Source: an optimization exercise on an open RTL-to-GDS flow (aim: small area). Production flows keep margins and buffers that such runs may drop. Only simulation tests tie the RTL to the original design; equivalence was not proved. Power figures rest on the tool's default switching activity, not on a simulated workload.

`design/flow/config.mk`:
```
export PLATFORM = sky130hd
export DESIGN_NAME = unflatten_stream
export DESIGN_NICKNAME = unflatten_stream
export VERILOG_FILES = /design/flow/design.v
export SDC_FILE = /design/flow/constraint.sdc
export NUM_CORES = 4
export LEC_CHECK = 0
export CAP_MARGIN = 20
export CORE_AREA = 5 5 715 715
export DIE_AREA = 0 0 720 720
export SLEW_MARGIN = 20
```
`design/flow/constraint.sdc`:
```
create_clock -name core_clock -period 5.0 [get_ports {clk}]
set_input_delay 1.0000 -clock core_clock [delete_from_list [all_inputs] [get_ports {clk}]]
set_output_delay 1.0000 -clock core_clock [all_outputs]
set_load 0.01 [all_outputs]
```
`design/flow/design.v`:
```
package cnn_pkg;
  localparam int DATA_W = 16;
  localparam int COLS   = 11;
  localparam int ROWS   = 11;
  typedef enum logic [1:0] {
    IDLE,
    FILL,
    HOLD
  } unflat_state_t;
endpackage
module grid_index_counter #(
  parameter  int COLS = cnn_pkg::COLS,
  parameter  int ROWS = cnn_pkg::ROWS,
  localparam int RW   = (ROWS > 1) ? $clog2(ROWS) : 1,
  localparam int CW   = (COLS > 1) ? $clog2(COLS) : 1
) (
  input  logic          clk,
  input  logic          rst_n,
  input  logic          clear,
  input  logic          advance,
  output logic [RW-1:0] row,
  output logic [CW-1:0] col,
  output logic          last_idx
);
  logic [RW-1:0] base_row;
  logic [CW-1:0] base_col;
  always_comb begin
    base_row = row;
    base_col = col;
    if (clear) begin
      base_row = '0;
      base_col = '0;
    end
  end
  always_ff @(posedge clk or negedge rst_n) begin
    if (!rst_n) begin
      row <= '0;
      col <= '0;
    end else if (advance) begin
      if (base_row == RW'(ROWS - 1)) begin
        row <= '0;
        col <= (base_col == CW'(COLS - 1)) ? '0 : base_col + 1'b1;
      end else begin
        row <= base_row + 1'b1;
        col <= base_col;
      end
    end else if (clear) begin
      row <= '0;
      col <= '0;
    end
  end
  assign last_idx = (row == RW'(ROWS - 1)) && (col == CW'(COLS - 1));
endmodule
module unflatten_stream #(
  parameter int DATA_W = cnn_pkg::DATA_W,
  parameter int COLS   = cnn_pkg::COLS,
  parameter int ROWS   = cnn_pkg::ROWS
) (
  input  logic                     clk,
  input  logic                     rst_n,
  input  logic                     start,
  input  logic                     in_valid,
  output logic                     in_ready,
  input  logic signed [DATA_W-1:0] in_data,
  input  logic                     in_last,
  output logic [COLS*ROWS*DATA_W-1:0] grid_out,
  output logic                     frame_valid,
  input  logic                     frame_ack,
  output logic                     busy,
  output logic                     len_err
);
  localparam int RW = (ROWS > 1) ? $clog2(ROWS) : 1;
  localparam int CW = (COLS > 1) ? $clog2(COLS) : 1;
  cnn_pkg::unflat_state_t state;
  logic          ready_q;
  logic          accept;
  logic          clear;
  logic          final_elem;
  logic          last_idx;
  logic [RW-1:0] row;
  logic [CW-1:0] col;
  logic [RW-1:0] wr_row;
  logic [CW-1:0] wr_col;
  assign in_ready = ready_q;
  assign accept          = in_valid & ready_q;
  assign clear           = start & ((state != cnn_pkg::HOLD) | frame_ack);
  grid_index_counter #(
    .COLS (COLS),
    .ROWS (ROWS)
  ) u_index (
    .clk      (clk),
    .rst_n    (rst_n),
    .clear    (clear),
    .advance  (accept),
    .row      (row),
    .col      (col),
    .last_idx (last_idx)
  );
  always_comb begin
    wr_row     = row;
    wr_col     = col;
    final_elem = last_idx;
    if (start) begin
      wr_row     = '0;
      wr_col     = '0;
      final_elem = (COLS * ROWS == 1);
    end
  end
  always_ff @(posedge clk or negedge rst_n) begin
    if (!rst_n) begin
      state       <= cnn_pkg::IDLE;
      ready_q     <= 1'b0;
      busy        <= 1'b0;
      frame_valid <= 1'b0;
      len_err     <= 1'b0;
    end else begin
      unique case (state)
        cnn_pkg::IDLE: begin
          if (start) begin
            state   <= cnn_pkg::FILL;
            ready_q <= 1'b1;
            busy    <= 1'b1;
            len_err <= 1'b0;
          end
        end
        cnn_pkg::FILL: begin
          if (accept) begin
            if (final_elem) begin
              state       <= cnn_pkg::HOLD;
              ready_q     <= 1'b0;
              busy        <= 1'b0;
              frame_valid <= 1'b1;
              len_err     <= (len_err & ~start) | ~in_last;
            end else if (in_last) begin
              state   <= cnn_pkg::IDLE;
              ready_q <= 1'b0;
              busy    <= 1'b0;
              len_err <= 1'b1;
            end
          end
        end
        cnn_pkg::HOLD: begin
          if (frame_ack) begin
            frame_valid <= 1'b0;
            if (start) begin
              state   <= cnn_pkg::FILL;
              ready_q <= 1'b1;
              busy    <= 1'b1;
              len_err <= 1'b0;
            end else begin
              state <= cnn_pkg::IDLE;
            end
          end
        end
        default: begin
          state   <= cnn_pkg::IDLE;
          ready_q <= 1'b0;
          busy    <= 1'b0;
        end
      endcase
    end
  end
  always_ff @(posedge clk or negedge rst_n) begin
    if (!rst_n) begin
      for (int c = 0; c < COLS; c++) begin
        for (int r = 0; r < ROWS; r++) begin
          grid_out[(c*ROWS+r)*DATA_W +: DATA_W] <= '0;
        end
      end
    end else if (accept) begin
      for (int c = 0; c < COLS; c++) begin
        for (int r = 0; r < ROWS; r++) begin
          if (wr_col == CW'(c) && wr_row == RW'(r)) begin
            grid_out[(c*ROWS+r)*DATA_W +: DATA_W] <= in_data;
          end
        end
      end
    end
  end
endmodule
```
`design/flow/run.sh`:
```
#!/bin/bash
# synth_recipe.tcl (not shown) runs the flow's synth.tcl, then flattens the netlist and writes it again
# the make line also repeats each setting of config.mk as NAME=value (left out here)
make -C /OpenROAD-flow-scripts/flow DESIGN_CONFIG=/design/flow/config.mk WORK_HOME=/design/flow/orfs CLKGATE_MAP_FILE= SYNTH_SCRIPT=/design/flow/synth_recipe.tcl finish
```
==> impl_results.md, run 1 <==
* Status: no timing/DRC/antenna violations
* DRC viols at 0
* Via Count at about 47,000
* Worst setup path endpoint: grid_out[1303]
* Die W at 720 um
* Minimum clock period at 3.54 ns
* Crit path depth at 7
* Max stage delay cell, worst path: clkdlybuf4s50_1
* RR Startpoint: u_index.col[1]
* Top Family by Delay on Critical Path: simple AND/OR/NAND/NOR gates
* Synth Flop Type: dfrtp_1
* Initial Utilization at roughly 15%
* DIE HEIGHT at 720 um
* ANT nets after route at 0
* GP Congestion at 0.744
* CP Max Fanout at 12
* Clock latency at the later pin of the worst-skew pair at 0.90 ns
* Min-Delay Path Class: in2async
* Pins over their slew limit at 0
* Worst Skew at approximately 0.089 ns
* CP Launch Point: start
* Asr flop ratio synth at 100%
* I/O Pins at about 2,000
* Reg2Reg Depth at 4
* Pwr per Cell Area at roughly 320 nW/um2
* DR pass1 iterations at 5
* Ys Warns at 2
* Share of cells above drive strength 1 at 38.9%
* CTS Sinks at 1,950
* Maxcap violations at 0
* Worst stage delay on the critical path at around 0.73 ns
* Core Area at about 500,000 um2
* Resize count post-CTS at 0
* CP Cell Sequence: clkdlybuf4s50_1, buf_4, nor3b_1, nand3_1, nor2_4, buf_4, mux2_2
* DP HPWL at around 240,000 um
* CP Capture Type: flop
* Avg Vias per Cell at ~3.5
* CTS clk-pin slew, worst paths at 0.06 ns
* DR iter-0 viols at 2,239
* Crit path kind: in2reg
* Layout area overhead at 49.3%
* Final hold viol count at 0
* Antenna violations before repair at 37
* Post-synthesis sequential area ratio at 66.2%
* PortBufs at 1,961
* Routed WL at between 300,000 and 400,000 um
* Total Routing Usage GR at roughly 12%
* Worst slew pin tran at 1.10 ns
* Gr ovfl total at 0
* Static leakage at 49.9 nW
* Clock root cell: clkbuf_16
* DR WL/cell at 25.0 um
* CTS Hold Buffers Added at 0
* Fmax at approximately 0.28 GHz
* Synth cell types at 50
* Arr. time, crit path at approximately 4.3 ns
* R2r endpoint: grid_out[169]
* Clock Path Buffers at 4
* Vias in the first global route at 49,700
* RSZ-0062 raised after global routing: no
* Nets at around 6,500
* Die Area at 518,000 um2
* Final core occ at 21.9%
* CTS tree: built
* CTS H-tree lvls at 4
* # rows at 260
* R2R setup slack at 1.80 ns
* Synth Instances at 4,504
* Post-CTS Setup Bufs at 0
* CP required at 5.71 ns
* Global-route wire length before repair at 449,000 um
* Worst path buffer plus inverter count at 3
* Top cell by count, worst path: buf_4
* Max VDD drop at 0.000300 V
* Setup violations, final at 0
* FF+latch count, synth at roughly 2,000
* Fraction of the cycle the final worst path needs at 70.8%
* Relative slew slack at 26.6%
* Synth Area per Inst at 16.4 um2
* Largest net degree at the start of global routing at 133
* Post-synth EDFFs at 0
* Cell area after synthesis at 73,700 um2
* Setup TNS at 0 ns
* CTS Buf Count at 222
* Syn_nets at between 4,000 and 5,000
* Startpoint types: input pin
* Layout fillers at 53,200
[sequential cells by signal, summed over array words and instances (netlist names)]
register     cells
busy             1
frame_valid      1
grid_out      1936
len_err          1
ready_q          1
state            2
u_index.col      4
u_index.row      4
[worst min path at each step]
stage,endpoint,slack (ns),depth (start not counted)
finish,grid_out[1476],0.12,1
global route,grid_out[1500],0.05,1
CTS,grid_out[1500],0.02,1
detailed placement,len_err,0.47,2
global placement,len_err,0.47,2
floorplan,len_err,0.51,2
[report_power, final]
group | total, mW | internal, mW | switching [mW]
sequential | 16.3 | 16.1 | 0.219
combinational | 2.59 | 0.973 | 1.61
clock | 16.4 | 9.39 | 7.00
total | 35.3 | 26.5 | 8.83
[kinds of logic (layout without fill, tap and decap cells)]
logic type             count (synthesis)  after routing  synth area share [%]
flip-flops                          1950           1950                  66.2
multiplexers                        1937           1937                  29.6
buffers and inverters                367           2560                  2.25
AND/OR/NAND/NOR                      220            220                  1.64
AO/OA/AOI/OAI                         28             28                 0.251
XOR/XNOR                               2              2                0.0238
other                                  0             24                     0
[metal layers]
layer,vias to the layer above,part of all wire (%),track usage [%]
met2,1638,51,22.5
met1,25200,38,13.9
met4,0,3.8,4.21
met3,440,7.0,3.38
met5,-,0,0
li1,19800,-,-
[synth_stat cells, drive strengths merged (4+ instances only)]
master | count | area, um2
a21oi | 5 | 28.8
and2 | 4 | 25.0
buf | 124 | 743
clkbuf | 237 | 890
dfrtp | 1950 | 48800
inv | 6 | 22.5
mux2 | 1936 | 21800
nand2 | 62 | 303
nand2b | 10 | 62.6
nand3 | 18 | 90.1
nor2 | 80 | 365
nor2b | 6 | 37.5
nor3 | 13 | 108
nor3b | 4 | 40.0
nor4 | 4 | 37.5
o21ai | 9 | 45.0
or3b | 4 | 35.0
[layout make-up]
cell class,instances,area [um2],area share (%)
diodes,24,60.1,0.0546
clock inverters,62,790,0.718
repair buffers,2159,21900,19.9
flip-flops and latches,1950,48800,44.4
clock buffers,333,6480,5.89
inverters,6,22.5,0.0205
well taps,6681,8360,7.60
multi-input cells,2187,23600,21.4
[worst register-to-register path, cell delays in order (launching register included)]
cell and delay, ns:
dfrtp_1 0.61, o41ai_2 0.92, buf_4 0.36, and2_2 0.73
mux2_2 0.45
[per-stage QoR]
stage | cells | setup WS, ns | hold slack, ns | total power, mW | instance area [um2]
6_report | 13400 | 1.46 | 0.123 | 35.3 | 110000
3_3_place_gp | 13000 | 0.603 | 0.475 | 19.3 | 103000
2_1_floorplan | 4504 | 1.99 | 0.511 | 17.4 | 73700
4_1_cts | 13400 | 1.34 | 0.0231 | 36.0 | 110000
5_1_grt | 13400 | 1.40 | 0.0533 | 36.7 | 110000
3_5_place_dp | 13000 | 0.548 | 0.473 | 19.3 | 103000
[cell usage in the layout, fill, tap and decap left out, types with 14 or more instances in the layout]
cell             Yosys  routed
clkbuf_1           237      60
clkinv_2             0      27
buf_12               0      58
nand2_2             28      28
clkbuf_8             0      52
mux2_2            1936    1936
nor2_2              23      36
dfrtp_1           1950    1950
buf_4               25     140
buf_6               11      15
clkbuf_16            0     222
nand2_1             34      34
nor2_4               1      30
diode_2              0      24
clkdlybuf4s50_1      0    1944
nor2_1              56      14
==> run 2, diff against run 1 <==
==> design/flow/design.v (replaced) <==
package cnn_pkg;
  localparam int DATA_W = 16;
  localparam int COLS   = 11;
  localparam int ROWS   = 11;
endpackage
module grid_index_counter #(
  parameter  int N  = cnn_pkg::COLS * cnn_pkg::ROWS,
  localparam int IW = (N > 1) ? $clog2(N) : 1
) (
  input  logic          clk,
  input  logic          clear,
  input  logic          advance,
  output logic          last_idx
);
  logic [IW-1:0] idx;
  always_ff @(posedge clk) begin
    if (advance) idx <= clear ? IW'(1) : idx + 1'b1;
    else if (clear) idx <= '0;
  end
  assign last_idx = ((idx & IW'(N - 1)) == IW'(N - 1));
endmodule
module unflatten_stream #(
  parameter int DATA_W = cnn_pkg::DATA_W,
  parameter int COLS   = cnn_pkg::COLS,
  parameter int ROWS   = cnn_pkg::ROWS
) (
  input  logic                     clk,
  input  logic                     rst_n,
  input  logic                     start,
  input  logic                     in_valid,
  output logic                     in_ready,
  input  logic signed [DATA_W-1:0] in_data,
  input  logic                     in_last,
  output logic [COLS*ROWS*DATA_W-1:0] grid_out,
  output logic                     frame_valid,
  input  logic                     frame_ack,
  output logic                     busy,
  output logic                     len_err
);
  localparam int N  = COLS * ROWS;
  localparam int GW = N * DATA_W;
  logic fill_q;    
  logic hold_q;    
  logic accept;
  logic clear;
  logic last_idx;
  logic final_elem;
  assign in_ready    = fill_q;
  assign busy        = fill_q;
  assign frame_valid = hold_q;
  assign accept     = in_valid & fill_q;
  assign clear      = start & (~hold_q | frame_ack);
  assign final_elem = last_idx & ~start & (N != 1);
  grid_index_counter #(
    .N (N)
  ) u_index (
    .clk      (clk),
    .clear    (clear),
    .advance  (accept),
    .last_idx (last_idx)
  );
  always_ff @(posedge clk or negedge rst_n) begin
    if (!rst_n) begin
      fill_q  <= 1'b0;
      hold_q  <= 1'b0;
      len_err <= 1'b0;
    end else if (fill_q) begin
      if (accept) begin
        if (final_elem) begin
          fill_q  <= 1'b0;
          hold_q  <= 1'b1;
          len_err <= len_err | ~in_last;
        end else if (in_last) begin
          fill_q  <= 1'b0;
          len_err <= 1'b1;
        end
      end
    end else if (hold_q) begin
      if (frame_ack) begin
        hold_q <= 1'b0;
        if (start) begin
          fill_q  <= 1'b1;
          len_err <= 1'b0;
        end
      end
    end else if (start) begin
      fill_q  <= 1'b1;
      len_err <= 1'b0;
    end
  end
  always_ff @(posedge clk) begin
    if (accept) grid_out <= {in_data, grid_out[GW-1:DATA_W]};
  end
endmodule
==> design/flow/flow/run.sh (new file) <==
#!/bin/bash
# Standard layout, with the port buffers made from the smallest buffer cell.
set -euo pipefail
bash standard.sh BUFFER_PORTS_ARGS="-buffer_cell sky130_fd_sc_hd__buf_1" finish > standard.log 2>&1
==> design/flow/standard.sh (new file) <==
#!/bin/bash
# synth_recipe.tcl (not shown) runs the flow's synth.tcl, then flattens the netlist and writes it again
# the make line also repeats each setting of config.mk as NAME=value (left out here)
make -C /OpenROAD-flow-scripts/flow DESIGN_CONFIG=/design/flow/config.mk WORK_HOME=/design/flow/orfs CLKGATE_MAP_FILE= SYNTH_SCRIPT=/design/flow/synth_recipe.tcl "${@:-finish}"
removed: design/flow/run.sh
==> run 2 against run 1 <==
Clock power down 11%. Register-to-register slack better by 0.80 ns. Critical endpoint is now grid_out[1002]. Critical path type is now reg2out. Hold slack better by 0.14 ns. Synthesized cell count decreased by 56%. Sequential cell count is 4 lower. Core utilization decreased by 5.7 points. Fmax is 19% higher. Still clean. Area after synthesis is 20% lower.
==> impl_results.md, run 2 <==
* Status: no timing/DRC/antenna violations (unchanged)
* DP HPWL at 162,000 um (was 241,000 um)
* Final core occ at 16.2% (was 21.9%)
* Area of the multi-input gates at 224 um2 (was 23,600 um2)
* CTS Buf Count at 205 (was 222)
* Worst slew pin tran at 1.04 ns (was 1.10 ns)
* Largest net degree at the start of global routing at 153 (was 133)
* Final Worst Setup Slack at 2.03 ns (was 1.46 ns)
* Relative slew slack at 30.9% (was 26.6%)
* Pins over their slew limit at 0 (unchanged)
* Clock Path Buffers at 4 (unchanged)
* Synth Instances at 1,985 (was 4,504)
* PortBufs at 1,961 (unchanged)
* I/O Pins at 1,962 (unchanged)
* CP Capture Type: primary output (was flop)
* Minimum clock period at 2.97 ns (was 3.54 ns)
* Post-synthesis mux area share at 0% (was 29.6%)
* Max VDD drop at 0.000321 V (was 0.000300 V)
* RSZ-0062 raised after global routing: no (unchanged)
* Final hold viol count at 0 (unchanged)
* Post-synthesis sequential area ratio at 99.6% (was 66.2%)
* Cell area after synthesis at 58,700 um2 (was 73,700 um2)
* Compound-cell area share of the yosys netlist at 0.124% (was 0.251%)
* Total internal power at 27.0 mW (was 26.5 mW)
* Fmax at 0.336 GHz (was 0.283 GHz)
* Top flop regs: grid_out x1936, u_index.idx x7 (was grid_out x1936, u_index.col x4, u_index.row x4)
* Synth cell types at 24 (was 50)
* CP Max Fanout at 2 (was 12)
* DRC viols at 0 (unchanged)
* Adder-cell share of the synthesized area at 0.0213% (was 0%)
* Reg2Reg Depth at 3 (was 4)
* Core Area at 502,000 um2 (unchanged)
* ANT nets after route at 0 (unchanged)
* Share of total power in sequential cells at 54.5% (was 46.3%)
* Clock power frac at 41.6% (was 46.4%)
* FF+latch count, synth at 1,946 (was 1,950)
* Ys Warns at 2 (unchanged)
* Worst path buffer plus inverter count at 1 (was 3)
* CTS clk-pin slew, worst paths at 0.06 ns (about the same)
* Worst Hold Path Cells at 1
* Simple-Gate Fraction of Synth Area at 0.164% (was 1.64%)
* Top-count cell post-synth: edfxtp_1 (was dfrtp_1)
* Arr. time, crit path at 1.97 ns (was 4.25 ns)
* Die W at 720 um (unchanged)
* Nets at 4,231 (was 6,548)
* CTS Sinks at 1,946 (was 1,950)
* Max stage delay cell, worst path: edfxtp_1 (was clkdlybuf4s50_1)
* Antenna violations before repair at 33 (was 37)
* GP Congestion at 0.908 (was 0.744)
* Area contributors post-synth: edfxtp_1 (99%), dfrtp_1 (0.13%), xor2_1 (0.030%) (was dfrtp_1 (66%), mux2_2 (30%), clkbuf_1 (1.2%))
* Clock root cell: clkbuf_16 (unchanged)
* Vias in the first global route at 30,400 (was 49,700)
* Synth Area in XOR/XNOR at 0.0448% (was 0.0238%)
* CP required at 4.00 ns (was 5.71 ns)
* Initial Utilization at 11.7% (was 14.7%)
* Min-Delay Path Class: in2reg (was in2async)
* Die Area at 518,000 um2 (unchanged)
* CTS H-tree lvls at 4 (unchanged)
* Placed Cells at 10,700 (was 13,000)
* Biggest register: grid_out (unchanged)
* Gr ovfl total at 0 (unchanged)
* FF/Latch Area at 58,400 um2 (was 48,800 um2)
* Crit path kind: reg2out (was in2reg)
* Synth Area per Inst at 29.5 um2 (was 16.4 um2)
* Syn_nets at 2,008 (was 4,526)
* Static leakage at 20.9 nW (was 49.9 nW)
* CP Cell Sequence: buf_1 (was clkdlybuf4s50_1, buf_4, nor3b_1, nand3_1, nor2_4, buf_4, mux2_2)
* Routed WL at 210,000 um (was 335,000 um)
* Most frequent cells in the layout: buf_1 (1,959), edfxtp_1 (1,943), clkbuf_16 (205), clkinv_1 (60), buf_4 (40) (was dfrtp_1 (1,950), clkdlybuf4s50_1 (1,944), mux2_2 (1,936), clkbuf_16 (222), buf_4 (140))
* Layout area overhead at 39.0% (was 49.3%)
* Top Family by Delay on Critical Path: flip-flops (was simple AND/OR/NAND/NOR gates)
* DR WL/cell at 18.9 um (was 25.0 um)
* Worst stage delay on the critical path at 0.92 ns (was 0.73 ns)
* Commonest non-fill, non-tap cell in the layout: buf_1 (was dfrtp_1)
* DR iter-0 viols at 2,592 (was 2,239)
* Yosys top cell by area: edfxtp_1 (was dfrtp_1)
* Total Routing Usage GR at 7.51% (was 12.4%)
* Crit path depth at 1 (was 7)
* Asr flop ratio synth at 0.154% (was 100%)
* Setup violations, final at 0 (unchanged)
* Top post-synthesis cells by count: edfxtp_1 (1,943), nand2_1 (4) (was dfrtp_1 (1,950), mux2_2 (1,936), clkbuf_1 (237))
* Via Count at 30,600 (was 47,100)
* DIE HEIGHT at 720 um (unchanged)
* Startpoint types: flop (was input pin)
* Largest register FFs at 1,936 (unchanged)
* Pwr per Cell Area at 431 nW/um2 (was 321 nW/um2)
* Global-route wire length before repair at 273,000 um (was 449,000 um)
* CTS tree: built (unchanged)
* # rows at 260 (unchanged)
* Layout Cells excl Fill at 11,100 (was 13,400)
* Avg Vias per Cell at 2.76 (was 3.51)
* Post-synth EDFFs at 1,943 (was 0)
* Post-synth top area share at 99.5% (was 66.2%)
* Post-CTS Setup Bufs at 0 (unchanged)
* Main combinational cell family by area after synthesis: simple AND/OR/NAND/NOR gates (was multiplexers)
* Logic pwr share at 4.0% (was 7.3%)
* Synth Flop Type: edfxtp_1 (was dfrtp_1)
* Setup TNS at 0 ns (unchanged)
* Clock latency at the later pin of the worst-skew pair at 0.90 ns (about the same)
* Layout fillers at 54,700 (was 53,200)
* Maxcap violations at 0 (unchanged)
* DR pass1 iterations at 6 (was 5)
* Switching pwr at 8.15 mW (was 8.83 mW)
* Pre-CTS WS at 1.93 ns (was 0.548 ns)
* Worst Skew at 0.0854 ns (was 0.0890 ns)
* Share of cells above drive strength 1 at 7.72% (was 38.9%)
* Fraction of the cycle the final worst path needs at 59.5% (was 70.8%)
* Net Sw Frac at 23.2% (was 25.0%)
-- run 2: cell types whose count changed in the layout (fill, tap and decap cells not counted), sizes merged, moves of 63 or more --
cell,delta
buf,+1802
clkbuf,-92
clkdlybuf4s50,-1944
clkinv,+63
dfrtp,-1947
edfxtp,+1943
mux2,-1936
nor2,-77
-- run 2: stage by stage --
step / area, um2 / hold WS [ns] / power [mW]
floorplan: 58700 / 0.499 / 20.1
global placement: 75000 / 0.426 / 20.9
detailed placement: 75000 / 0.429 / 20.9
CTS: 81500 / 0.109 / 35.8
global route: 81500 / 0.159 / 36.6
finish: 81500 / 0.265 / 35.2
-- run 2: worst paths after layout --
check	slack, ns	to	from
worst max-delay path	2.03	grid_out[1002]	grid_out[1002]
worst min-delay path	0.26	grid_out[1926]	in_data[6]
worst max register to register	2.60	grid_out[772]	fill_q
worst min register to register	0.40	grid_out[1228]	grid_out[1244]
max in group asynchronous	4.30	fill_q	rst_n
min in group asynchronous	0.54	hold_q	rst_n
-- run 2: layout make-up --
cell class	instances	area share (%)
flip-flops and latches	1946	71.7
well taps	6681	10.3
multi-input cells	34	0.275
diodes	27	0.0829
repair buffers	2017	9.83
inverters	4	0.0506
clock buffers	242	6.46
clock inverters	133	1.40
-- run 2: cells by family after synthesis --
logic type               Yosys count
AND/OR/NAND/NOR                   18
adder cells (fa/ha/maj)            1
flip-flops                      1946
AO/OA/AOI/OAI                     12
buffers and inverters              5
XOR/XNOR                           3
-- run 2: timing repair --
item / in CTS / in global routing
gates resized for setup: 0 / 0
hold buffers: 1 / 0
hold endpoints to repair: 3 / 0
-- run 2: layer usage --
layer	wire [um]	share of wire, %	global-route usage (%)	vias up
li1	-	-	-	12700
met1	68200	32	7.47	15800
met2	114000	54	14.3	1914
met3	18400	8.8	2.26	289
met4	9250	4.4	3.16	0
met5	0	0	0	-
-- run 2: power groups by stage --
stage                     combinational (mW)  sequential (mW)  clock (mW)
after global routing                    1.50             19.2        15.9
after detailed placement                1.44             19.5           0
after CTS                               1.44             19.2        15.2
after floorplan                        0.408             19.7           0
after global placement                  1.43             19.5           0
final                                   1.40             19.1        14.6
==> run 3, diff against run 2 <==
--- a/design/flow/config.mk
+++ b/design/flow/config.mk
@@ -7,5 +7,9 @@
 export LEC_CHECK = 0
 export CAP_MARGIN = 20
 export CORE_AREA = 5 5 715 715
+export CTS_BUF_LIST = sky130_fd_sc_hd__clkbuf_16
+export CTS_CLUSTER_DIAMETER = 70
+export CTS_CLUSTER_SIZE = 36
 export DIE_AREA = 0 0 720 720
+export PLACE_DENSITY = 0.8
 export SLEW_MARGIN = 20
==> run 3 against run 2 <==
Final cell count fell by 1.9%. Setup slack got worse by 0.040 ns. Highest routed layer is now met5. Combinational power decreased by 4%. Area after synthesis unchanged. Hold slack improved by 0.022 ns.
==> impl_results.md, run 3 <==
* CP required at 4.00 ns (about the same)
* CTS tree: built (unchanged)
* Resize count post-CTS at 0 (unchanged)
* GP Congestion at 0.965 (was 0.908)
* Top-count cell post-synth: edfxtp_1 (unchanged)
* Relative slew slack at 31.6% (was 30.9%)
* CTS H-tree lvls at 3 (was 4)
* Final hold viol count at 0 (unchanged)
* Worst path buffer plus inverter count at 1 (unchanged)
* Worst Hold Path Cells at 1 (unchanged)
* Global-route wire length before repair at 275,000 um (was 273,000 um)
* Clock Path Buffers at 4 (unchanged)
* Routed WL at 215,000 um (was 210,000 um)
* Worst stage delay on the critical path at 0.58 ns (was 0.92 ns)
* # rows at 260 (unchanged)
* CTS Buf Count at 109 (was 205)
* Die W at 720 um (unchanged)
* Max stage delay cell, worst path: buf_1 (was edfxtp_1)
* Gr ovfl total at 0 (unchanged)
* Total Routing Usage GR at 7.65% (was 7.51%)
* Crit path kind: reg2out (unchanged)
* Syn_nets at 2,008 (unchanged)
* Post-synth top area share at 99.5% (unchanged)
* Top Family by Delay on Critical Path: buffers and inverters (was flip-flops)
* Setup TNS at 0 ns (unchanged)
* Reg2Reg Depth at 3 (unchanged)
* Layout area overhead at 35.1% (was 39.0%)
* RSZ-0062 raised after global routing: no (unchanged)
* Hold_sp: in_data[2] (was in_data[6])
* Layout fillers at 54,400 (was 54,700)
* CP Max Fanout at 2 (unchanged)
* I/O Pins at 1,962 (unchanged)
* RR Startpoint: fill_q (unchanged)
* Nets at 4,127 (was 4,231)
* Cell area after synthesis at 58,700 um2 (unchanged)
* Vias in the first global route at 29,500 (was 30,400)
* Die Area at 518,000 um2 (unchanged)
* Commonest non-fill, non-tap cell in the layout: buf_1 (unchanged)
* Clock root cell: clkbuf_16 (unchanged)
* Top post-synthesis cells by count: edfxtp_1 (1,943), nand2_1 (4) (unchanged)
* Antenna violations before repair at 33 (unchanged)
* Asr flop ratio synth at 0.154% (unchanged)
* Layout Cells excl Fill at 10,900 (was 11,100)
* DRC viols at 0 (unchanged)
* Minimum clock period at 3.01 ns (was 2.97 ns)
* Worst slew pin tran at 1.03 ns (was 1.04 ns)
* Largest net degree at the start of global routing at 156 (was 153)
* CTS Hold Buffers Added at 1 (unchanged)
* Fmax at 0.332 GHz (was 0.336 GHz)
* Area contributors post-synth: edfxtp_1 (99%), dfrtp_1 (0.13%), xor2_1 (0.030%) (unchanged)
* ANT nets after route at 0 (unchanged)
* Synth Flop Type: edfxtp_1 (unchanged)
* Via Count at 30,400 (was 30,600)
* Hold Path Sink: grid_out[1922] (was grid_out[1926])
* Clock latency at the later pin of the worst-skew pair at 0.88 ns (was 0.90 ns)
* Synth cell types at 24 (unchanged)
* Placed Cells at 10,700 (about the same)
* Top flop regs: grid_out x1936, u_index.idx x7 (unchanged)
* Largest register FFs at 1,936 (unchanged)
* Post-synth EDFFs at 1,943 (unchanged)
* Pwr per Cell Area at 397 nW/um2 (was 431 nW/um2)
* Static leakage at 19.8 nW (was 20.9 nW)
* R2r endpoint: grid_out[1774] (was grid_out[772])
* Synth Area per Inst at 29.5 um2 (unchanged)
* Synth Instances at 1,985 (unchanged)
* Fraction of the cycle the final worst path needs at 60.3% (was 59.5%)
* Share of cells above drive strength 1 at 6.11% (was 7.72%)
* Core Area at 502,000 um2 (unchanged)
* Min-Delay Path Class: in2reg (unchanged)
* Biggest register: grid_out (unchanged)
* Post-CTS Setup Bufs at 0 (unchanged)
* DR iter-0 viols at 3,147 (was 2,592)
* Most frequent cells in the layout: buf_1 (1,952), edfxtp_1 (1,943), clkbuf_16 (110), buf_4 (45), clkinv_16 (17) (was buf_1 (1,959), edfxtp_1 (1,943), clkbuf_16 (205), clkinv_1 (60), buf_4 (40))
* PortBufs at 1,961 (unchanged)
* Ys Warns at 2 (unchanged)
* R2R setup slack at 2.58 ns (was 2.60 ns)
* Status: no timing/DRC/antenna violations (unchanged)
* CP Cell Sequence: buf_1 (unchanged)
* FF+latch count, synth at 1,946 (unchanged)
* Worst Skew at 0.0590 ns (was 0.0854 ns)
* Initial Utilization at 11.7% (unchanged)
* Yosys top cell by area: edfxtp_1 (unchanged)
* Max VDD drop at 0.000386 V (was 0.000321 V)
* CTS Sinks at 1,946 (unchanged)
* Avg Vias per Cell at 2.79 (was 2.76)
* Arr. time, crit path at 2.01 ns (was 1.97 ns)
* DR WL/cell at 19.7 um (was 18.9 um)
* CP Capture Type: primary output (unchanged)
* CTS clk-pin slew, worst paths at 0.11 ns (was 0.06 ns)
* DP HPWL at 173,000 um (was 162,000 um)
* Maxcap violations at 0 (unchanged)
* Post-synthesis sequential area ratio at 99.6% (unchanged)
* DR pass1 iterations at 7 (was 6)
* DIE HEIGHT at 720 um (unchanged)
* Setup violations, final at 0 (unchanged)
* Startpoint types: flop (unchanged)
* Pins over their slew limit at 0 (unchanged)
* Final core occ at 15.8% (was 16.2%)
==> run 3: cell counts after synthesis <==
Identical to the previous run, type by type.
==> run 3: how the worst max path moves through the flow <==
stage | from | to | slack, ns | depth (start not counted)
6_report | grid_out[1923] | grid_out[1923] | 1.99 | 1
2_1_floorplan | in_valid | u_index.idx[5] | -1.21 | 4
3_3_place_gp | in_valid | grid_out[1564] | 2.04 | 4
3_5_place_dp | in_valid | grid_out[969] | 1.99 | 5
5_1_grt | grid_out[1537] | grid_out[1537] | 1.90 | 1
4_1_cts | grid_out[1923] | grid_out[1923] | 1.77 | 1
==> run 3: cell type report <==
class	instances	area (um2)	area share, %
antenna	4	10.0	0.0126
clock buffer	110	2750	3.47
clock inverter	89	1540	1.94
inverter	4	41.3	0.0521
multi-input combinational	34	224	0.283
sequential	1946	58400	73.7
tap	6681	8360	10.6
timing repair buffer	2009	7880	9.95
==> run 3: logic make-up after synthesis <==
family,after synthesis,synth area share (%)
flip-flops,1946,99.6
adder cells (fa/ha/maj),1,0.0213
AO/OA/AOI/OAI,12,0.124
AND/OR/NAND/NOR,18,0.164
XOR/XNOR,3,0.0448
buffers and inverters,5,0.0384
==> run 3: report_power, final <==
part / internal [mW] / total [mW] / leakage [nW] / switching, mW
clock network: 4.78 / 11.0 / 2.03 / 6.19
registers: 18.7 / 19.1 / 15.0 / 0.440
logic: 0.244 / 1.35 / 2.72 / 1.11
==> run 3: metal layers <==
layer  track usage (%)  up-vias  share of wire, %
met3              2.26      305                10
li1                  -    12300                 -
met5                 0        -             0.011
met2              14.8     2148                54
met4              3.64        4               5.3
met1              7.36    15600                30
==> run 3: per-stage QoR <==
step / power, mW / cell area, um2 / worst slack, ns / hold slack (ns)
after floorplan: 20.1 / 58700 / -1.21 / 0.499
after global placement: 20.8 / 74900 / 2.04 / 0.428
after detailed placement: 20.9 / 74900 / 1.99 / 0.430
after CTS: 31.8 / 79200 / 1.77 / 0.147
after global routing: 32.6 / 79200 / 1.90 / 0.180
final: 31.4 / 79200 / 1.99 / 0.287
==> run 4, diff against run 3 <==
--- a/design/flow/config.mk
+++ b/design/flow/config.mk
@@ -7,9 +7,9 @@
 export LEC_CHECK = 0
 export CAP_MARGIN = 20
 export CORE_AREA = 5 5 715 715
-export CTS_BUF_LIST = sky130_fd_sc_hd__clkbuf_16
-export CTS_CLUSTER_DIAMETER = 70
-export CTS_CLUSTER_SIZE = 36
+export CTS_BUF_LIST = sky130_fd_sc_hd__clkbuf_8
+export CTS_CLUSTER_DIAMETER = 50
+export CTS_CLUSTER_SIZE = 18
 export DIE_AREA = 0 0 720 720
 export PLACE_DENSITY = 0.8
 export SLEW_MARGIN = 20
==> run 4 against run 3 <==
Critical path depth unchanged. Largest cell class unchanged. Critical path type unchanged. Die area unchanged. Sequential share of layout area up 0.39 points.
==> impl_results.md, run 4 <==
* Relative slew slack at 33.3% (was 31.6%)
* Core Area at 502,000 um2 (unchanged)
* Syn_nets at 2,008 (unchanged)
* R2r endpoint: grid_out[1029] (was grid_out[1774])
* Avg Vias per Cell at 2.80 (was 2.79)
* Worst setup path endpoint: grid_out[1923] (unchanged)
* Crit path kind: reg2out (unchanged)
* Worst Skew at 0.0787 ns (was 0.0590 ns)
* Hold_sp: in_data[3] (was in_data[2])
* Clock latency at the later pin of the worst-skew pair at 0.98 ns (was 0.88 ns)
* Synth cell types at 24 (unchanged)
* Compound-cell area share of the yosys netlist at 0.124% (unchanged)
* Die W at 720 um (unchanged)
* Top-count cell post-synth: edfxtp_1 (unchanged)
* Post-synthesis mux area share at 0% (unchanged)
* Global-route wire length before repair at 279,000 um (was 275,000 um)
* Fraction of the cycle the final worst path needs at 62.1% (was 60.3%)
* Biggest register: grid_out (unchanged)
* Via Count at 30,800 (was 30,400)
* Die Area at 518,000 um2 (unchanged)
* Final Cell Area at 78,800 um2 (was 79,200 um2)
* Static leakage at 19.7 nW (was 19.8 nW)
* Most frequent cells in the layout: buf_1 (1,952), edfxtp_1 (1,943), clkbuf_8 (169), buf_4 (45), inv_8 (17) (was buf_1 (1,952), edfxtp_1 (1,943), clkbuf_16 (110), buf_4 (45), clkinv_16 (17))
* Setup violations, final at 0 (unchanged)
* Yosys top cell by area: edfxtp_1 (unchanged)
* Nets at 4,201 (was 4,127)
* RR Startpoint: fill_q (unchanged)
* Routed WL at 218,000 um (was 215,000 um)
* Max stage delay cell, worst path: buf_1 (unchanged)
* Layout area overhead at 34.4% (was 35.1%)
* Arr. time, crit path at 2.10 ns (was 2.01 ns)
* Area post-placement at 74,900 um2 (unchanged)
* DR WL/cell at 19.8 um (was 19.7 um)
* Layout fillers at 54,500 (was 54,400)
* DRC viols at 0 (unchanged)
* CTS tree: built (unchanged)
* Max VDD drop at 0.000301 V (was 0.000386 V)
* CP Capture Type: primary output (unchanged)
* DR pass1 iterations at 6 (was 7)
* Placed Cells at 10,700 (unchanged)
* CP Launch Point: grid_out[1923] (unchanged)
* Layout Cells excl Fill at 11,000 (was 10,900)
* FF+latch count, synth at 1,946 (unchanged)
* Area of the multi-input gates at 224 um2 (unchanged)
* GP Congestion at 0.965 (unchanged)
* Total power at 30.5 mW (was 31.4 mW)
* Maxcap violations at 0 (unchanged)
* CTS Hold Buffers Added at 16 (was 1)
* Largest net degree at the start of global routing at 156 (unchanged)
* Top flop regs: grid_out x1936, u_index.idx x7 (unchanged)
* Reg2Reg Depth at 3 (unchanged)
* RSZ-0062 raised after global routing: no (unchanged)
* Total Routing Usage GR at 7.76% (was 7.65%)
* # rows at 260 (unchanged)
* Worst Hold Path Cells at 1 (unchanged)
* CP Max Fanout at 2 (unchanged)
* Synth Area in XOR/XNOR at 0.0448% (unchanged)
* Final core occ at 15.7% (was 15.8%)
* Pwr per Cell Area at 387 nW/um2 (was 397 nW/um2)
* Worst path buffer plus inverter count at 1 (unchanged)
* Top post-synthesis cells by count: edfxtp_1 (1,943), nand2_1 (4) (unchanged)
* Synth Flop Type: edfxtp_1 (unchanged)
* Cell area after synthesis at 58,700 um2 (unchanged)
* Clock Path Buffers at 4 (unchanged)
* Adder-cell share of the synthesized area at 0.0213% (unchanged)
* CTS H-tree lvls at 4 (was 3)
* Crit path depth at 1 (unchanged)
* CTS Sinks at 1,946 (unchanged)
* Largest register FFs at 1,936 (unchanged)
* Post-synth top area share at 99.5% (unchanged)
* Status: no timing/DRC/antenna violations (unchanged)
* FF/Latch Area at 58,400 um2 (unchanged)
* Ys Warns at 2 (unchanged)
* R2R setup slack at 2.61 ns (was 2.58 ns)
* Asr flop ratio synth at 0.154% (unchanged)
* Worst stage delay on the critical path at 0.59 ns (was 0.58 ns)
* I/O Pins at 1,962 (unchanged)
* Antenna violations before repair at 31 (was 33)
* PortBufs at 1,961 (unchanged)
* DIE HEIGHT at 720 um (unchanged)
* CTS Buf Count at 168 (was 109)
* Area contributors post-synth: edfxtp_1 (99%), dfrtp_1 (0.13%), xor2_1 (0.030%) (unchanged)
* CTS clk-pin slew, worst paths at 0.10 ns (was 0.11 ns)
* Commonest non-fill, non-tap cell in the layout: buf_1 (unchanged)
* Setup TNS at 0 ns (unchanged)
* Initial Utilization at 11.7% (unchanged)
* Post-synth EDFFs at 1,943 (unchanged)
* Minimum clock period at 3.10 ns (was 3.01 ns)
* Synth Instances at 1,985 (unchanged)
* Top Family by Delay on Critical Path: buffers and inverters (unchanged)
* Worst slew pin tran at 1.00 ns (was 1.03 ns)
* Post-synthesis sequential area ratio at 99.6% (unchanged)
* Synth Area per Inst at 29.5 um2 (unchanged)
* DP HPWL at 173,000 um (unchanged)
* CP Cell Sequence: buf_1 (unchanged)
* Gr ovfl total at 0 (unchanged)
* Final hold viol count at 0 (unchanged)
* ANT nets after route at 0 (unchanged)
* Startpoint types: flop (unchanged)
* CP required at 4.00 ns (about the same)
* Simple-Gate Fraction of Synth Area at 0.164% (unchanged)
* Vias in the first global route at 30,300 (was 29,500)
* Clock root cell: clkbuf_8 (was clkbuf_16)
* Main combinational cell family by area after synthesis: simple AND/OR/NAND/NOR gates (unchanged)
* DR iter-0 viols at 3,091 (was 3,147)
* Pins over their slew limit at 0 (unchanged)
* Resize count post-CTS at 0 (unchanged)
* Fmax at 0.322 GHz (was 0.332 GHz)
* Min-Delay Path Class: in2reg (unchanged)
* Post-CTS Setup Bufs at 0 (unchanged)
* Share of cells above drive strength 1 at 7.64% (was 6.11%)
run 4: report_power, final:
group	total, mW	switching, mW	internal [mW]
combinational	1.37	1.11	0.252
clock	10.0	5.82	4.19
sequential	19.1	0.445	18.7
total	30.5	7.38	23.1
run 4: cell families after synthesis:
family | after synthesis
AO/OA/AOI/OAI | 12
XOR/XNOR | 3
flip-flops | 1946
AND/OR/NAND/NOR | 18
buffers and inverters | 5
adder cells (fa/ha/maj) | 1
run 4: layout make-up:
| cell class | count | area share, % |
|---|---|---|
| sequential | 1946 | 74.1 |
| antenna | 7 | 0.0222 |
| timing repair buffer | 2024 | 10.2 |
| clock buffer | 169 | 2.95 |
| multi-input combinational | 34 | 0.284 |
| tap | 6681 | 10.6 |
| inverter | 4 | 0.0524 |
| clock inverter | 119 | 1.76 |
run 4: how the worst min path moves through the flow:
stage                     end  slack [ns]
2_1_floorplan     grid_out[0]        0.50
3_3_place_gp    grid_out[479]        0.43
3_5_place_dp   grid_out[1386]        0.43
4_1_cts        grid_out[1923]        0.01
5_1_grt        grid_out[1923]        0.08
6_report       grid_out[1923]        0.24
run 4: through the flow:
stage / hold WS (ns) / setup WS, ns
after CTS: 0.0129 / 1.52
after global placement: 0.428 / 2.04
after global routing: 0.0828 / 1.70
final: 0.237 / 1.90
after floorplan: 0.499 / -1.21
after detailed placement: 0.430 / 1.99
run 4: routing by layer:
layer	up-vias	part of all wire, %	GRT usage (%)
met5	-	0.017	0
met4	6	6.1	4.21
met3	388	9.9	2.57
met2	2130	54	14.7
met1	15800	30	7.30
li1	12500	-	-
run 4: worst reg2reg max path: stages (launching register included):
cell,delay (ns)
dfrtp_1,0.54
nand2_8,0.13
clkinv_16,0.22
buf_12,0.89
==> run 5, diff against run 4 <==
==> design/flow/run.sh (new file) <==
#!/bin/bash
# synth_recipe.tcl (not shown) runs the flow's synth.tcl, then flattens the netlist and writes it again
# the make line also repeats each setting of config.mk as NAME=value (left out here)
make -C /OpenROAD-flow-scripts/flow DESIGN_CONFIG=/design/flow/config.mk WORK_HOME=/design/flow/orfs CLKGATE_MAP_FILE= SYNTH_SCRIPT=/design/flow/synth_recipe.tcl finish
--- a/design/flow/config.mk
+++ b/design/flow/config.mk
@@ -7,9 +7,5 @@
 export LEC_CHECK = 0
 export CAP_MARGIN = 20
 export CORE_AREA = 5 5 715 715
-export CTS_BUF_LIST = sky130_fd_sc_hd__clkbuf_8
-export CTS_CLUSTER_DIAMETER = 50
-export CTS_CLUSTER_SIZE = 18
 export DIE_AREA = 0 0 720 720
-export PLACE_DENSITY = 0.8
 export SLEW_MARGIN = 20
removed: design/flow/flow/run.sh
removed: design/flow/standard.sh
==> run 5 against run 4 <==
Global-route usage up 0.18 points. Critical path depth unchanged. Largest cell class unchanged. Sequential cell count unchanged. Synthesized cell count unchanged. Register-to-register slack worse by 0.22 ns. Setup slack worse by 0.35 ns. Sequential power about the same. Highest routed layer unchanged. Final cell count up 0.76%. Combinational power up 46%.
==> impl_results.md, run 5 <==
* Status: no timing/DRC/antenna violations (unchanged)
* Area contributors post-synth: edfxtp_1 (99%), dfrtp_1 (0.13%), xor2_1 (0.030%) (unchanged)
* Nets at 4,229 (was 4,201)
* Die Area at 518,000 um2 (unchanged)
* Die W at 720 um (unchanged)
* CTS H-tree lvls at 4 (unchanged)
* Worst stage delay on the critical path at 0.84 ns (was 0.59 ns)
* Max stage delay cell, worst path: edfxtp_1 (was buf_1)
* Arr. time, crit path at 2.46 ns (was 2.10 ns)
* CP required at 4.00 ns (about the same)
* Logic pwr share at 5.5% (was 4.5%)
* Setup violations, final at 0 (unchanged)
* CP Max Fanout at 2 (unchanged)
* Synth Flop Type: edfxtp_1 (unchanged)
* DR iter-0 viols at 2,306 (was 3,091)
* Synth Instances at 1,985 (unchanged)
* Post-synthesis sequential area ratio at 99.6% (unchanged)
* PortBufs at 1,961 (unchanged)
* Top flop regs: grid_out x1936, u_index.idx x7 (unchanged)
* Main combinational cell family by area after synthesis: simple AND/OR/NAND/NOR gates (unchanged)
* Total Routing Usage GR at 7.94% (was 7.76%)
* Post-synth top area share at 99.5% (unchanged)
* Switching pwr at 8.36 mW (was 7.38 mW)
* CP Cell Sequence: clkdlybuf4s50_1 (was buf_1)
* Compound-cell area share of the yosys netlist at 0.124% (unchanged)
* DIE HEIGHT at 720 um (unchanged)
* Clock latency at the later pin of the worst-skew pair at 0.88 ns (was 0.98 ns)
* Placed Cells at 10,700 (about the same)
* FF+latch count, synth at 1,946 (unchanged)
* CTS Hold Buffers Added at 0 (was 16)
* Total power at 36.7 mW (was 30.5 mW)
* Syn_nets at 2,008 (unchanged)
* Post-synth EDFFs at 1,943 (unchanged)
* Relative slew slack at 27.2% (was 33.3%)
* Static leakage at 27.0 nW (was 19.7 nW)
* Worst path buffer plus inverter count at 1 (unchanged)
* Min-Delay Path Class: in2async (was in2reg)
* Maxcap violations at 0 (unchanged)
* CTS Buf Count at 206 (was 168)
* Asr flop ratio synth at 0.154% (unchanged)
* Synth Area per Inst at 29.5 um2 (unchanged)
* DRC viols at 0 (unchanged)
* Vias in the first global route at 31,400 (was 30,300)
* Global-route wire length before repair at 287,000 um (was 279,000 um)
* Top-count cell post-synth: edfxtp_1 (unchanged)
* Largest register FFs at 1,936 (unchanged)
* Share of total power in sequential cells at 52.3% (was 62.7%)
* Via Count at 30,100 (was 30,800)
* Core Area at 502,000 um2 (unchanged)
* Synth Area in XOR/XNOR at 0.0448% (unchanged)
* GP Congestion at 0.916 (was 0.965)
* CP Capture Type: primary output (unchanged)
* Startpoint types: flop (unchanged)
* Fraction of the cycle the final worst path needs at 69.1% (was 62.1%)
* Resize count post-CTS at 0 (unchanged)
* Layout area overhead at 60.3% (was 34.4%)
* Ys Warns at 2 (unchanged)
* CTS tree: built (unchanged)
* Crit path kind: reg2out (unchanged)
* Gr ovfl total at 0 (unchanged)
* DP HPWL at 171,000 um (was 173,000 um)
* CTS Sinks at 1,946 (unchanged)
* Antenna violations before repair at 33 (was 31)
* Worst Skew at 0.0533 ns (was 0.0787 ns)
* Routed WL at 221,000 um (was 218,000 um)
* Largest net degree at the start of global routing at 137 (was 156)
* Adder-cell share of the synthesized area at 0.0213% (unchanged)
* # rows at 260 (unchanged)
* Cell area after synthesis at 58,700 um2 (unchanged)
* Max VDD drop at 0.000359 V (was 0.000301 V)
* Post-synthesis mux area share at 0% (unchanged)
* WHS at 0.326 ns (was 0.237 ns)
* Minimum clock period at 3.46 ns (was 3.10 ns)
* Fmax at 0.289 GHz (was 0.322 GHz)
* Commonest non-fill, non-tap cell in the layout: clkdlybuf4s50_1 (was buf_1)
* Most frequent cells in the layout: clkdlybuf4s50_1 (1,960), edfxtp_1 (1,943), clkbuf_16 (209), clkinv_1 (48), buf_4 (43) (was buf_1 (1,952), edfxtp_1 (1,943), clkbuf_8 (169), buf_4 (45), inv_8 (17))
* Share of cells above drive strength 1 at 8.34% (was 7.64%)
* Clock power frac at 42.3% (was 32.8%)
* I/O Pins at 1,962 (unchanged)
* Simple-Gate Fraction of Synth Area at 0.164% (unchanged)
* RSZ-0062 raised after global routing: no (unchanged)
* Biggest register: grid_out (unchanged)
* Layout Cells excl Fill at 11,100 (was 11,000)
* Pins over their slew limit at 0 (unchanged)
* Total internal power at 28.3 mW (was 23.1 mW)
* Synth cell types at 24 (unchanged)
* DR WL/cell at 20.0 um (was 19.8 um)
* Pwr per Cell Area at 390 nW/um2 (was 387 nW/um2)
* Top Family by Delay on Critical Path: flip-flops (was buffers and inverters)
* ANT nets after route at 0 (unchanged)
* Top post-synthesis cells by count: edfxtp_1 (1,943), nand2_1 (4) (unchanged)
* Initial Utilization at 11.7% (unchanged)
* DR pass1 iterations at 5 (was 6)
* Post-CTS Setup Bufs at 0 (unchanged)
* Avg Vias per Cell at 2.72 (was 2.80)
* Setup TNS at 0 ns (unchanged)
* Worst slew pin tran at 1.09 ns (was 1.00 ns)
* Net Sw Frac at 22.8% (was 24.2%)
* Layout fillers at 53,100 (was 54,500)
* Final hold viol count at 0 (unchanged)
* Yosys top cell by area: edfxtp_1 (unchanged)
* CTS clk-pin slew, worst paths at 0.06 ns (was 0.10 ns)
* Clock Path Buffers at 4 (unchanged)
* Clock root cell: clkbuf_16 (was clkbuf_8)
-- run 5: worst paths after layout --
kind	slack [ns]	cells past startpoint	from	endpoint
max	1.54	1	grid_out[1685]	grid_out[1685]
min	0.33	1	rst_n	hold_q
max reg2reg	2.39	4	fill_q	grid_out[1646]
min reg2reg	0.41	0	grid_out[1913]	grid_out[1897]
max in group asynchronous	4.53	1	rst_n	fill_q
min in group core_clock	0.41	0	grid_out[1913]	grid_out[1897]
-- run 5: kinds of logic after synthesis --
kind of cell    after synthesis
flops                      1946
xor+xnor                      3
fa+ha+maj                     1
buf+inv                       5
simple gates                 18
compound gates               12
-- run 5: through the flow --
step	area (um2)	worst slack, ns	util, %
finish	94000	1.54	18.7
global route	94000	1.31	18.7
CTS	94000	1.12	18.7
detailed placement	87200	1.32	17.4
global placement	87200	1.35	17.4
floorplan	58700	-1.21	-
-- run 5: power by group through the flow --
| stage | Clock (mW) | Combinational, mW | Sequential (mW) |
|---|---|---|---|
| after floorplan | 0 | 0.408 | 19.7 |
| after global placement | 0 | 2.02 | 19.5 |
| after detailed placement | 0 | 2.04 | 19.5 |
| after CTS | 16.1 | 2.04 | 19.2 |
| after global routing | 16.8 | 2.10 | 19.2 |
| final | 15.5 | 2.00 | 19.2 |
-- run 5: cell type report --
cell class              count  area [um2]  area share [%]
clock buffers             233        5320            5.66
multi-input cells          34         224           0.238
diodes                      8        20.0          0.0213
clock inverters           147        1480            1.58
flip-flops and latches   1946       58400            62.1
repair buffers           2014       20200            21.4
well taps                6681        8360            8.89
inverters                   4        41.3          0.0439
-- run 5: routing by layer --
layer	vias up	track usage [%]	wire length [um]	part of all wire [%]
li1	12600	-	-	-
met1	15400	7.36	69400	31
met2	1711	15.1	120000	54
met3	320	3.14	21500	9.7
met4	4	3.57	10800	4.9
met5	-	0	27	0.012
==> run 6, diff against run 5 <==
==> design/flow/flow/run.sh (new file) <==
#!/bin/bash
# Standard layout, with the port buffers made from the smallest buffer cell and a clock
# tree of clkbuf_4 sink clusters without dummy loads.
set -euo pipefail
bash standard.sh \
  BUFFER_PORTS_ARGS="-buffer_cell sky130_fd_sc_hd__buf_1" \
  CTS_ARGS="-sink_clustering_enable -repair_clock_nets -dont_use_dummy_load -buf_list \"sky130_fd_sc_hd__clkbuf_4 sky130_fd_sc_hd__clkbuf_8\" -sink_clustering_buffer sky130_fd_sc_hd__clkbuf_4 -sink_clustering_size 10 -sink_clustering_max_diameter 35" \
  finish > standard.log 2>&1
==> design/flow/standard.sh (new file) <==
#!/bin/bash
# synth_recipe.tcl (not shown) runs the flow's synth.tcl, then flattens the netlist and writes it again
# the make line also repeats each setting of config.mk as NAME=value (left out here)
make -C /OpenROAD-flow-scripts/flow DESIGN_CONFIG=/design/flow/config.mk WORK_HOME=/design/flow/orfs CLKGATE_MAP_FILE= SYNTH_SCRIPT=/design/flow/synth_recipe.tcl "${@:-finish}"
--- a/design/flow/config.mk
+++ b/design/flow/config.mk
@@ -8,4 +8,5 @@
 export CAP_MARGIN = 20
 export CORE_AREA = 5 5 715 715
 export DIE_AREA = 0 0 720 720
+export PLACE_DENSITY = 0.8
 export SLEW_MARGIN = 20
removed: design/flow/run.sh
==> run 6 against run 5 <==
The run now fails in 4_1_cts. Area after synthesis is the same. Synthesized cell count unchanged.
==> impl_results.md, run 6 <==
* Adder-cell share of the synthesized area at 0.0213% (unchanged)
* Yosys top cell by area: edfxtp_1 (unchanged)
* Synth Area per Inst at 29.5 um2 (unchanged)
* Stop Error: [ERROR STA-0564] clock_tree_synthesis positional arguments not supported.
* Status: aborted with a tool error (was no timing/DRC/antenna violations)
* Initial Utilization at 11.7% (unchanged)
* Area contributors post-synth: edfxtp_1 (99%), dfrtp_1 (0.13%), xor2_1 (0.030%) (unchanged)
* Pre-CTS WS at 1.99 ns (was 1.32 ns)
* Top-count cell post-synth: edfxtp_1 (unchanged)
* Post-synthesis sequential area ratio at 99.6% (unchanged)
* Post-synth top area share at 99.5% (unchanged)
* # rows at 260 (unchanged)
* Synth Flop Type: edfxtp_1 (unchanged)
* Cell area after synthesis at 58,700 um2 (unchanged)
* DIE HEIGHT at 720 um (unchanged)
* GP Congestion at 0.965 (was 0.916)
* Compound-cell area share of the yosys netlist at 0.124% (unchanged)
* Synth Instances at 1,985 (unchanged)
* I/O Pins at 1,962 (unchanged)
* Placed Cells at 10,700 (about the same)
* Synth Area in XOR/XNOR at 0.0448% (unchanged)
* DP HPWL at 173,000 um (was 171,000 um)
* Post-synth EDFFs at 1,943 (unchanged)
* Ys Warns at 2 (unchanged)
* Top post-synthesis cells by count: edfxtp_1 (1,943), nand2_1 (4) (unchanged)
* Post-synthesis mux area share at 0% (unchanged)
* Simple-Gate Fraction of Synth Area at 0.164% (unchanged)
* FF+latch count, synth at 1,946 (unchanged)
* Main combinational cell family by area after synthesis: simple AND/OR/NAND/NOR gates (unchanged)
* Last stage: 4_1_cts
* Asr flop ratio synth at 0.154% (unchanged)
* Synth cell types at 24 (unchanged)
* Syn_nets at 2,008 (unchanged)
* PortBufs at 1,961 (unchanged)
* Die W at 720 um (unchanged)
## run 6: cell counts after synthesis
No cell type changed its count.
## run 6: worst min path at each step
stage	cells after the start	slack, ns	end
3_3_place_gp	0	0.43	grid_out[479]
3_5_place_dp	0	0.43	grid_out[1386]
2_1_floorplan	0	0.50	grid_out[0]
## run 6: power by group through the flow
| stage | combinational [mW] | sequential, mW | clock, mW |
|---|---|---|---|
| after floorplan | 0.408 | 19.7 | 0 |
| after global placement | 1.35 | 19.5 | 0 |
| after detailed placement | 1.38 | 19.5 | 0 |
## run 6: cells by family after synthesis
family | Yosys count
buffers and inverters | 5
adders and majority gates | 1
AOI/OAI and AO/OA | 12
and+or+nand+nor | 18
xor gates and xnor gates | 3
DFF | 1946
## run 6: per-stage QoR
step	hold slack [ns]	cell area [um2]
floorplan	0.499	58700
global placement	0.428	74900
detailed placement	0.430	74900
==> run 7, diff against run 6 <==
==> design/flow/flow/run.sh (replaced) <==
#!/bin/bash
# Standard layout, with the port buffers made from the smallest buffer cell and a clock
# tree of clkbuf_4 sink clusters without dummy loads.
set -euo pipefail
bash standard.sh \
  BUFFER_PORTS_ARGS="-buffer_cell sky130_fd_sc_hd__buf_1" \
  CTS_ARGS="-sink_clustering_enable -repair_clock_nets -dont_use_dummy_load -buf_list {sky130_fd_sc_hd__clkbuf_4 sky130_fd_sc_hd__clkbuf_8} -sink_clustering_buffer sky130_fd_sc_hd__clkbuf_4 -sink_clustering_size 10 -sink_clustering_max_diameter 35" \
  finish > standard.log 2>&1
==> run 7 against run 6 <==
The run now finishes clean. Synthesized cell count stayed put. Area after synthesis stayed put.
==> impl_results.md, run 7 <==
* Final hold viol count at 0
* Largest register FFs at 1,936
* Area of the multi-input gates at 224 um2
* Yosys top cell by area: edfxtp_1 (unchanged)
* FF+latch count, synth at 1,946 (unchanged)
* Most frequent cells in the layout: buf_1 (1,952), edfxtp_1 (1,943), clkbuf_4 (259), buf_4 (45), clkbuf_8 (37)
* Vias in the first global route at 31,300
* Initial Utilization at 11.7% (unchanged)
* Max VDD drop at around 0.00030 V
* DR WL/cell at 19.9 um
* Placed Cells at 10,700 (unchanged)
* Top-count cell post-synth: edfxtp_1 (unchanged)
* R2r endpoint: grid_out[1261]
* PortBufs at 1,961 (unchanged)
* Die W at 720 um (unchanged)
* Startpoint types: flop
* Relative slew slack at 31.3%
* Post-synth EDFFs at 1,943 (unchanged)
* Final core occ at 15.5%
* DR pass1 iterations at 5
* Post-synth top area share at 99.5% (unchanged)
* CTS Sinks at 1,946
* Cell area after synthesis at 58,700 um2 (unchanged)
* Worst slew pin tran at ~1.0 ns
* Maxcap violations at 0
* CTS Buf Count at 296
* Global-route wire length before repair at 282,000 um
* Layout Cells excl Fill at 11,000
* Clock latency at the later pin of the worst-skew pair at 0.98 ns
* R2R setup slack at ~2.5 ns
* Core Area at 502,000 um2
* Minimum clock period at between 3 and 4 ns
* CP Cell Sequence: buf_1
* CTS Hold Buffers Added at 16
* Share of cells above drive strength 1 at 8.25%
* Nets at about 4,300
* Top post-synthesis cells by count: edfxtp_1 (1,943), nand2_1 (4) (unchanged)
* Hold Path Sink: grid_out[1923]
* DP HPWL at 173,000 um (unchanged)
* CP required at 4.00 ns
* Gr ovfl total at 0
* Final Cell Area at 77,600 um2
* Reg2Reg Depth at 3
* Setup violations, final at 0
* RR Startpoint: fill_q
* Busiest layer in global routing: met2
* Synth cell types at 24 (unchanged)
* Static leakage at 19.3 nW
* Top flop regs: grid_out x1936, u_index.idx x7
* Fmax at between 0.3 and 0.4 GHz
* Largest net degree at the start of global routing at 156
* DR iter-0 viols at 3,082
* CTS clk-pin slew, worst paths at 0.09 ns
* Met3 Use GR at 2.76%
* Max stage delay cell, worst path: buf_1
* CTS tree: built
* Ys Warns at 2 (unchanged)
* Routed WL at 219,000 um
* Synth Flop Type: edfxtp_1 (unchanged)
* GP Congestion at 0.965 (unchanged)
* Pwr per Cell Area at 370 nW/um2
* Top Family by Delay on Critical Path: buffers and inverters
* Layout fillers at roughly 55,000
* Met1 usage at 7.31%
* Arr. time, crit path at 2.05 ns
* RSZ-0062 raised after global routing: no
* Resize count post-CTS at 0
* Antenna violations before repair at 34
* WHS at 0.275 ns
* Total Routing Usage GR at 7.83%
* Min-Delay Path Class: in2reg
* Post-CTS Setup Bufs at 0
* Syn_nets at 2,008 (unchanged)
* ANT nets after route at 0
* Layout area overhead at 32.2%
* Biggest register: grid_out
* Worst path buffer plus inverter count at 1
* Commonest non-fill, non-tap cell in the layout: buf_1
* I/O Pins at 1,962 (unchanged)
* CP Max Fanout at 2
* Status: no timing/DRC/antenna violations (was aborted with a tool error)
* Area post-placement at 74,900 um2 (unchanged)
* Avg Vias per Cell at 2.85
* Die Area at slightly above 500,000 um2
* Worst Skew at 0.125 ns
* Post-synthesis sequential area ratio at 99.6% (unchanged)
* Worst Hold Path Cells at 1
* Hold_sp: in_data[3]
* Synth Area per Inst at 29.5 um2 (unchanged)
* Synth Instances at 1,985 (unchanged)
* Crit path kind: reg2out
* Worst stage delay on the critical path at between 0.5 and 0.6 ns
* Clock Path Buffers at 4
* FF/Latch Area at 58,400 um2
* Clock root cell: clkbuf_8
* CTS H-tree lvls at 5
* M2 GR Usage at 14.7%
* Fraction of the cycle the final worst path needs at ~61%
* DIE HEIGHT at 720 um (unchanged)
* CP Capture Type: primary output
* Via Count at 31,300
* # rows at 260 (unchanged)
* Pins over their slew limit at 0
* DRC viols at 0
* Asr flop ratio synth at 0.154% (unchanged)
* Area contributors post-synth: edfxtp_1 (99%), dfrtp_1 (0.13%), xor2_1 (0.030%) (unchanged)
[run 7: cell counts after synthesis]
Identical to the previous run, type by type.
[run 7: power breakdown]
| part | switching [mW] | internal [mW] | leakage, nW |
|---|---|---|---|
| Clock | 5.14 | 3.06 | 1.46 |
| Sequential | 0.443 | 18.7 | 15.0 |
| Combinational | 1.11 | 0.252 | 2.78 |
[run 7: how the worst max path moves through the flow]
stage	startpoint	end	slack, ns	cells past startpoint
floorplan	in_valid	u_index.idx[5]	-1.21	4
global placement	in_valid	grid_out[1564]	2.04	4
detailed placement	in_valid	grid_out[969]	1.99	5
CTS	grid_out[782]	grid_out[782]	1.56	1
global route	fill_q	busy	1.69	1
finish	grid_out[1923]	grid_out[1923]	1.95	1
[run 7: cell families (layout without fill, tap and decap cells)]
kind of cell    count (synthesis)  after routing  synth area share, %
compound gates                 12             12                0.124
xor+xnor                        3              3               0.0448
fa+ha+maj                       1              1               0.0213
buf+inv                         5           2324               0.0384
flops                        1946           1946                 99.6
other cells                     0             12                    0
simple gates                   18             18                0.164
[run 7: stage by stage]
step	setup slack, ns	power [mW]	TNS, ns
floorplan	-1.21	20.1	-1133.32
global placement	2.04	20.8	0
detailed placement	1.99	20.9	0
CTS	1.56	29.2	0
global route	1.69	30.0	0
finish	1.95	28.7	0
[run 7: cell type report]
type | count | share of cell area, %
Antenna cell | 12 | 0.0387
Tap cell | 6681 | 10.8
Sequential cell | 1946 | 75.3
Multi-Input combinational cell | 34 | 0.289
Clock buffer | 296 | 3.16
Timing Repair Buffer | 2024 | 10.4
Inverter | 4 | 0.0532
[run 7: metal layers]
| metal | vias up | wire length [um] |
|---|---|---|
| li1 | 12700 | - |
| met1 | 15800 | 65600 |
| met2 | 2338 | 116000 |
| met3 | 442 | 23400 |
| met4 | 12 | 13500 |
| met5 | - | 112 |
==> run 8, diff against run 7 <==
==> design/flow/flow/run.sh (replaced) <==
#!/bin/bash
# Standard layout, with the port buffers made from the smallest buffer cell and a clock
# tree of clkbuf_8 sink clusters without dummy loads.
set -euo pipefail
bash standard.sh \
  BUFFER_PORTS_ARGS="-buffer_cell sky130_fd_sc_hd__buf_1" \
  CTS_ARGS="-sink_clustering_enable -repair_clock_nets -dont_use_dummy_load -buf_list sky130_fd_sc_hd__clkbuf_8 -sink_clustering_size 20 -sink_clustering_max_diameter 45" \
  finish > standard.log 2>&1
--- a/design/flow/config.mk
+++ b/design/flow/config.mk
@@ -8,5 +8,5 @@
 export CAP_MARGIN = 20
 export CORE_AREA = 5 5 715 715
 export DIE_AREA = 0 0 720 720
-export PLACE_DENSITY = 0.8
+export PLACE_DENSITY = 0.9
 export SLEW_MARGIN = 20
==> run 8 against run 7 <==
Synthesized cell count stayed put. Power is 2.0% higher. Setup slack better by 0.018 ns. Non-clock buffer count is 21 higher. Hold slack worse by 0.049 ns. Die area stayed put. First-iteration DRC count is 8.2% higher. Critical path depth stayed put. Combinational power is 4% higher. Largest power group unchanged.
==> impl_results.md, run 8 <==
* Status: no timing/DRC/antenna violations (unchanged)
* I/O Pins at 1,962 (unchanged)
* Pwr per Cell Area at 375 nW/um2 (was 370 nW/um2)
* WHS at 0.226 ns (was 0.275 ns)
* Final hold viol count at 0 (unchanged)
* Hold Path Sink: grid_out[1923] (unchanged)
* Crit path depth at 1 (unchanged)
* Via Count at 31,000 (was 31,300)
* DRC viols at 0 (unchanged)
* Synth cell types at 24 (unchanged)
* CP required at 4.00 ns (about the same)
* Syn_nets at 2,008 (unchanged)
* Final Cell Area at 78,100 um2 (was 77,600 um2)
* Resize count post-CTS at 0 (unchanged)
* DR iter-0 viols at 3,336 (was 3,082)
* GP Congestion at 0.978 (was 0.965)
* Fmax at 0.330 GHz (was 0.328 GHz)
* Commonest non-fill, non-tap cell in the layout: buf_1 (unchanged)
* Avg Vias per Cell at 2.84 (was 2.85)
* Minimum clock period at 3.03 ns (was 3.05 ns)
* Layout area overhead at 33.2% (was 32.2%)
* Worst path buffer plus inverter count at 1 (unchanged)
* Met3 Use GR at 2.39% (was 2.76%)
* Worst Skew at 0.136 ns (was 0.125 ns)
* R2r endpoint: grid_out[996] (was grid_out[1261])
* Post-synth EDFFs at 1,943 (unchanged)
* Startpoint types: flop (unchanged)
* Relative slew slack at 23.4% (was 31.3%)
* Biggest register: grid_out (unchanged)
* Setup violations, final at 0 (unchanged)
* Busiest layer in global routing: met2 (unchanged)
* Synth Flop Type: edfxtp_1 (unchanged)
* CTS H-tree lvls at 4 (was 5)
* DR WL/cell at 20.8 um (was 19.9 um)
* CTS clk-pin slew, worst paths at 0.09 ns (about the same)
* Yosys top cell by area: edfxtp_1 (unchanged)
* Synth Instances at 1,985 (unchanged)
* Global-route wire length before repair at 290,000 um (was 282,000 um)
* Area post-placement at 75,100 um2 (was 74,900 um2)
* Share of cells above drive strength 1 at 6.75% (was 8.25%)
* Layout Cells excl Fill at 10,900 (was 11,000)
* DR pass1 iterations at 7 (was 5)
* Worst stage delay on the critical path at 0.76 ns (was 0.59 ns)
* Clock Path Buffers at 4 (unchanged)
* Synth Area per Inst at 29.5 um2 (unchanged)
* CP Cell Sequence: buf_1 (unchanged)
* Maxcap violations at 0 (unchanged)
* Min-Delay Path Class: in2reg (unchanged)
* # rows at 260 (unchanged)
-- run 8: cell counts after synthesis --
Identical to the previous run, type by type.
-- run 8: report_power, final --
group / switching, mW / leakage [nW] / internal, mW / total (mW)
sequential: 0.466 / 15.0 / 18.7 / 19.2
clock: 5.08 / 1.47 / 3.61 / 8.69
combinational: 1.13 / 2.90 / 0.289 / 1.42
-- run 8: how the worst max path moves through the flow --
stage / startpoint / endpoint / slack (ns)
final: grid_out[350] / grid_out[350] / 1.97
after global routing: grid_out[350] / grid_out[350] / 1.68
after CTS: grid_out[566] / grid_out[566] / 1.51
after detailed placement: in_valid / grid_out[1346] / 2.01
after global placement: in_valid / grid_out[1367] / 2.08
after floorplan: in_valid / u_index.idx[5] / -1.21
-- run 8: per-layer routing --
| metal | up-vias | routed length, um |
|---|---|---|
| met4 | 4 | 12900 |
| met3 | 332 | 22400 |
| met5 | - | 31 |
| met2 | 2315 | 122000 |
| li1 | 12500 | - |
| met1 | 15800 | 69700 |
-- run 8: area by class of cell --
type                       count  area [um2]
fill                       54600      424000
sequential                  1946       58400
tap                         6681        8360
clock buffer                 205        2820
timing repair buffer        2045        8250
multi-input combinational     34         224
antenna                        5        12.5
inverter                       4        41.3
-- run 8: logic make-up after synthesis --
| logic type | count (synthesis) | synth area share (%) |
|---|---|---|
| AOI/OAI and AO/OA | 12 | 0.124 |
| buffers and inverters | 5 | 0.0384 |
| and+or+nand+nor | 18 | 0.164 |
| DFF | 1946 | 99.6 |
| adders and majority gates | 1 | 0.0213 |
| xor gates and xnor gates | 3 | 0.0448 |
-- run 8: worst register-to-register path, stage by stage (launching register included) --
cell,delay (ns)
dfrtp_1,0.50
nand2_8,0.18
clkinv_16,0.19
buf_12,1.14

Check on run 8: ideal ports give 1.967 ns setup slack; a clkbuf_16 on the clock port and buf_2 on the inputs give 1.887 ns; moving port delays by the midpoint clock arrival (0.998 ns) as well gives 1.821 ns.
